This is an optimization exercise on Yosys and OpenROAD, whose aim is small area and a short achievable clock period, not a production implementation. Where RTL was checked, it was by simulation tests only, not by an equivalence proof against the original. No activity file was given, so power comes from the tool's default toggle rates.

## umber
// fault_mem_cfg
module fault_mem_cfg #(
  parameter int DATA_WIDTH = 8,
  parameter int ADDR_WIDTH = 4,
  parameter int CAPACITY   = 16,
  parameter int NUM_FAULTS = 4,
  parameter int IDX_WIDTH  = 2,
  parameter int BIT_WIDTH  = 3
) (
  input  logic                  clk,
  input  logic                  rst,
  input  logic                  write_read,
  input  logic [ADDR_WIDTH-1:0] address,
  input  logic [DATA_WIDTH-1:0] wdata,
  output logic [DATA_WIDTH-1:0] rdata,
  input  logic                  cfg_we,
  input  logic [IDX_WIDTH-1:0]  cfg_idx,
  input  logic [2:0]            cfg_type,
  input  logic [ADDR_WIDTH-1:0] cfg_vaddr,
  input  logic [BIT_WIDTH-1:0]  cfg_vbit,
  input  logic [ADDR_WIDTH-1:0] cfg_aaddr,
  input  logic [BIT_WIDTH-1:0]  cfg_abit,
  output logic                  fault_hit
);
export LEC_CHECK = 0
export CAP_MARGIN = 20
export CELL_PAD_IN_SITES_DETAIL_PLACEMENT = 2
export CELL_PAD_IN_SITES_GLOBAL_PLACEMENT = 4
export CORE_MARGIN = 2
export CORE_UTILIZATION = 25
export PLACE_DENSITY = 0.35
export SLEW_MARGIN = 20
create_clock -name core_clock -period 24.0 [get_ports {clk}]
standard.sh (not shown) runs the stock make flow with config.mk's settings and CLKGATE_MAP_FILE= SYNTH_SCRIPT=/design/flow/synth_recipe.tcl, a recipe that flattens the netlist after the stock synthesis.
==> flow/flow/run.sh <==
#!/bin/bash
# Layout flow: the standard ORFS flow with two changes.
#  1. Technology mapping uses an area-oriented ABC script (flow/area.abc) in
#     place of ORFS's delay-oriented one. Everything else in synthesis is the
#     standard script, so the registers are the standard synthesis's.
#  2. repair_timing aims for a setup slack of SETUP_MARGIN ns, so paths far
#     shorter than the clock period are still tightened.
set -euo pipefail
SETUP_MARGIN=${SETUP_MARGIN:-17}
here=$(pwd)
rm -rf "$here/orfs_scripts"
cp -r "$FLOW_HOME/scripts" "$here/orfs_scripts"
cp "$here/flow/area.abc" "$here/orfs_scripts/abc_speed.script"
bash standard.sh SCRIPTS_DIR="$here/orfs_scripts" SETUP_SLACK_MARGIN=$SETUP_MARGIN finish > standard_flow.log 2>&1
==> flow/flow/area.abc <==
strash
&get -n
&dch -f
&nf -R 1000 -p
&put
### umber -> onyx
--- a/flow/design.v
+++ b/flow/design.v
@@ -64,16 +64,17 @@
   logic [NF-1:0][NF-1:0] aeq;     
   logic [NF-1:0]         d;       
   logic [NF-1:0]         sa_on;   
   logic [NF-1:0]         sa_val;  
   logic [NF-1:0]         tog;     
   logic [NF-1:0]         cfs;     
   logic [NF-1:0]         hcf;     
   logic [NF-1:0]         e;       
+  logic [NF-1:0]         first;   
   always_comb begin
     for (int i = 0; i < NF; i++) begin
       for (int w = 0; w < NW; w++) vw1h[i][w] = (vaddr_q[i] == 4'(w));
       for (int b = 0; b < DW; b++) vb1h[i][b] = (vbit_q[i] == 3'(b));
       nu[i]  = vaddr_q[i] + 4'd1;
       nd[i]  = vaddr_q[i] - 4'd1;
       for (int b = 0; b < DW; b++) ab1h[i][b] = (abit_q[i] == 3'(b));
       wdv[i] = |(wdata1_q & vb1h[i]);
@@ -152,33 +153,36 @@
       end
       d[i]   = v ^ wdv[i];
       tog[i] = (type_q[i] == 3'd5) || (wda[i] ^ vv[i]);
       cfs[i] = ((type_q[i] == 3'd5) || (type_q[i] == 3'd6)) &&
                !(vaddr_q[i] == aaddr_q[i]) && (ag[i] ^ wda[i]);
       hcf[i] = cfs[i] && tog[i];
     end
     for (int i = 0; i < NF; i++) begin
+      first[i] = 1'b1;
+      for (int j = 0; j < i; j++) if (same[i][j]) first[i] = 1'b0;
+    end
+    for (int i = 0; i < NF; i++) begin
       e[i] = hcf[i];
       for (int j = i + 1; j < NF; j++)
         if (same[i][j] && cfs[j] && aeq[i][j]) e[i] = 1'b0;
     end
   end
   logic          wr_op;
   logic          rd_op;
   logic [NW-1:0] wsel;
   logic [DW-1:0] r0;
   logic [DW-1:0] ga;
   logic [NF-1:0] vm, am, um, dm;
   logic [NF-1:0] etog;
-  logic [DW-1:0] corr;
   logic [DW-1:0] ovr;
   logic [DW-1:0] setb;
   logic [DW-1:0] rd_eff;
-  logic [DW-1:0] wr_eff;
+  logic [NF-1:0] fn;
   logic          wr_hit;
   logic [DW-1:0] fl;
   logic [NF-1:0] cs;
   logic          cflag;
   logic [NW-1:0] cw;
   logic [DW-1:0] cb;
   always_comb begin
     wr_op = write_read && !rst;
@@ -195,48 +199,47 @@
     for (int i = 0; i < NF; i++) begin
       vm[i]   = (vaddr_q[i] == address);
       am[i]   = (aaddr_q[i] == address);
       um[i]   = (nu[i] == address);
       dm[i]   = (nd[i] == address);
       etog[i] = wr_op && am[i] && e[i];
     end
     for (int b = 0; b < DW; b++) begin
-      corr[b] = 1'b0;
       ovr[b]  = 1'b0;
       setb[b] = 1'b0;
       for (int i = 0; i < NF; i++) begin
-        corr[b] = corr[b] | (vm[i] & vb1h[i][b] & d[i]);
         ovr[b]  = ovr[b]  | (vm[i] & vb1h[i][b] & sa_on[i]);
         setb[b] = setb[b] | (vm[i] & vb1h[i][b] & sa_on[i] & sa_val[i]);
       end
     end
     for (int b = 0; b < DW; b++) begin
       fl[b] = 1'b0;
       for (int i = 0; i < NF; i++) fl[b] = fl[b] ^ (vm[i] & vb1h[i][b] & flip_q[i]);
     end
-    wr_eff = wdata1_q ^ corr;
     rd_eff = ((r0 ^ fl) & ~ovr) | setb;
-    for (int i = 0; i < NF; i++) cs[i] = cfg_we && !rst && (cfg_idx == 2'(i));
-    cflag = |(cs & (flip_q ^ etog));
+    for (int i = 0; i < NF; i++) begin
+      cs[i] = cfg_we && !rst && (cfg_idx == 2'(i));
+      fn[i] = (wr_op && vm[i]) ? (d[i] & first[i]) : (flip_q[i] ^ etog[i]);
+      flip_d[i] = cs[i] ? 1'b0 : fn[i];
+    end
+    cflag = |(cs & fn);
+    wr_hit = |(vm & d) || |(am & hcf);
     for (int w = 0; w < NW; w++) begin
       cw[w] = 1'b0;
       for (int i = 0; i < NF; i++) cw[w] = cw[w] | (cs[i] & vw1h[i][w]);
       cw[w] = cw[w] & cflag;
     end
     for (int b = 0; b < DW; b++) begin
       cb[b] = 1'b0;
       for (int i = 0; i < NF; i++) cb[b] = cb[b] | (cs[i] & vb1h[i][b]);
     end
-    for (int i = 0; i < NF; i++)
-      flip_d[i] = (cs[i] || (wr_op && vm[i])) ? 1'b0 : (flip_q[i] ^ etog[i]);
-    wr_hit = |(vm & d) || |(am & hcf);
     for (int w = 0; w < NW; w++) begin
       for (int b = 0; b < DW; b++) begin
-        mem_d[w][b] = (wr_op && wsel[w]) ? wr_eff[b] : (mem_q[w][b] ^ (cw[w] & cb[b]));
+        mem_d[w][b] = ((wr_op && wsel[w]) ? wdata1_q[b] : mem_q[w][b]) ^ (cw[w] & cb[b]);
       end
       golden_d[w] = (wr_op && wsel[w]) ? wdata1_q : golden_q[w];
     end
     for (int i = 0; i < NF; i++) begin
       logic tv, tu, tn, ta, cu, cn, ca;
       tv = 1'b0; tu = 1'b0; tn = 1'b0; ta = 1'b0;
       cu = 1'b0; cn = 1'b0; ca = 1'b0;
       for (int j = 0; j < NF; j++) begin
## What came out
- A top power consumer group of the clock network is what onyx shows, while registers belongs to umber.
- In onyx, worst setup slack after layout is lower than in umber.
- Delta (onyx minus umber): global-route wire length before repair went down, synthesized area essentially unchanged, power in sequential cells went down 3.3%, met3 track demand over resource in global routing lower, cell count dropped 197.
- onyx can be clocked slower than umber.
- Die area: onyx vs umber, no meaningful difference
- Final standard cell area without fillers down about 1.3% in onyx wrt umber
Function not checked in onyx: the RTL went through the layout flow alone.

---

== run A ==
Another version of the RTL of fault_mem_cfg (not shown whole).
Size: about 2,900 cells after synthesis, roughly 400 flip-flops, roughly 44 I/O pins.
Settings: LEC_CHECK=0, CAP_MARGIN=20, CELL_PAD_IN_SITES_DETAIL_PLACEMENT=2, CELL_PAD_IN_SITES_GLOBAL_PLACEMENT=4, CORE_MARGIN=2, CORE_UTILIZATION=25, PLACE_DENSITY=0.35, SLEW_MARGIN=20; clock period 24.0 ns.
Scripts as last shown in full above: flow/flow/run.sh, flow/flow/area.abc
For run B, these inputs were changed with respect to run A:
-- flow/design.v --
<<< run A, line 189
  logic [NF-1:0] cs;
  logic [DW-1:0] rsel;
  logic [DW-1:0] ralt;
  logic [NW-1:0] cw;
  logic [DW-1:0] cb;
>>> run B, line 189
  logic [NF-1:0] cs;
  logic [DW-1:0] rsel;
  logic [DW-1:0] rval;
  logic [NW-1:0] cw;
  logic [DW-1:0] cb;
<<< run A, line 259
    for (int b = 0; b < DW; b++) begin
      rsel[b] = rd_op && !ovr[b];
      ralt[b] = (rd_op && ovr[b]) ? setb[b] : rdata1_q[b];
    end
    rdata1_d = (rsel & (r0 ^ fl)) | (~rsel & ralt);
    fhw_d = wr_op && wr_hit;
    fhr_d = (rsel & (r0 ^ ga ^ fl)) | ({DW{rd_op}} & ovr & (setb ^ ga));
>>> run B, line 259
    for (int b = 0; b < DW; b++) begin
      rsel[b] = rd_op && !ovr[b];
      rval[b] = ovr[b] ? setb[b] : (r0[b] ^ fl[b]);
    end
    rdata1_d = rd_op ? rval : rdata1_q;
    fhw_d = wr_op && wr_hit;
    fhr_d = (rsel & (r0 ^ ga ^ fl)) | ({DW{rd_op}} & ovr & (setb ^ ga));
Findings:
Diff run A -> run B: peak per-stage delay on the critical path went down 0.08 ns; core box area held; buffer count from post-CTS setup fixing went down about 18%; instance count after placement with tap cells included went down about 0.54%; total internal power went down 51 µW.
Minimum setup slack among reg-to-reg paths was higher in run B than in run A.
Re setup slack: run B is 0.047 ns up on run A.
Share of cell area taken by multi-input logic gates: run B > run A
Cell with the largest stage delay on the worst path: and3_1 -> run B, a222oi_1 -> run A
The RTL of run A was laid out without a check of its function.

-- re-timing with driven ports --
Ports are ideal in the flow. The routed layouts listed here were re-timed in OpenROAD. Step 1 sets driving cells, clkbuf_16 on the clock port and buf_2 on the other inputs (assumed; they add their load-dependent delay and slew). Step 2 also shifts input and output timing later by t, the mid clock arrival at the registers, as if the neighbouring blocks saw the same clock. Three values: ideal, step 1, step 2; two values: the first two.
run | shift t [ns] | slack for setup (ns) | hold slack, ns
umber | 0.737 | 16.437 / 16.450 / 15.713 | 0.468 / 0.468 / 0.468
onyx | 0.702 | 16.006 / 16.038 / 15.336 | 0.457 / 0.457 / 0.457
run A | 0.724 | 17.020 / 17.034 / 16.310 | 0.475 / 0.475 / 0.475
run B | 0.736 | 17.067 / 17.049 / 16.313 | 0.453 / 0.453 / 0.453
After both steps every run listed still meets setup and hold. The setup slack of run B, which loses most, moves by -0.018 ns with the drivers and by -0.754 ns with both steps.
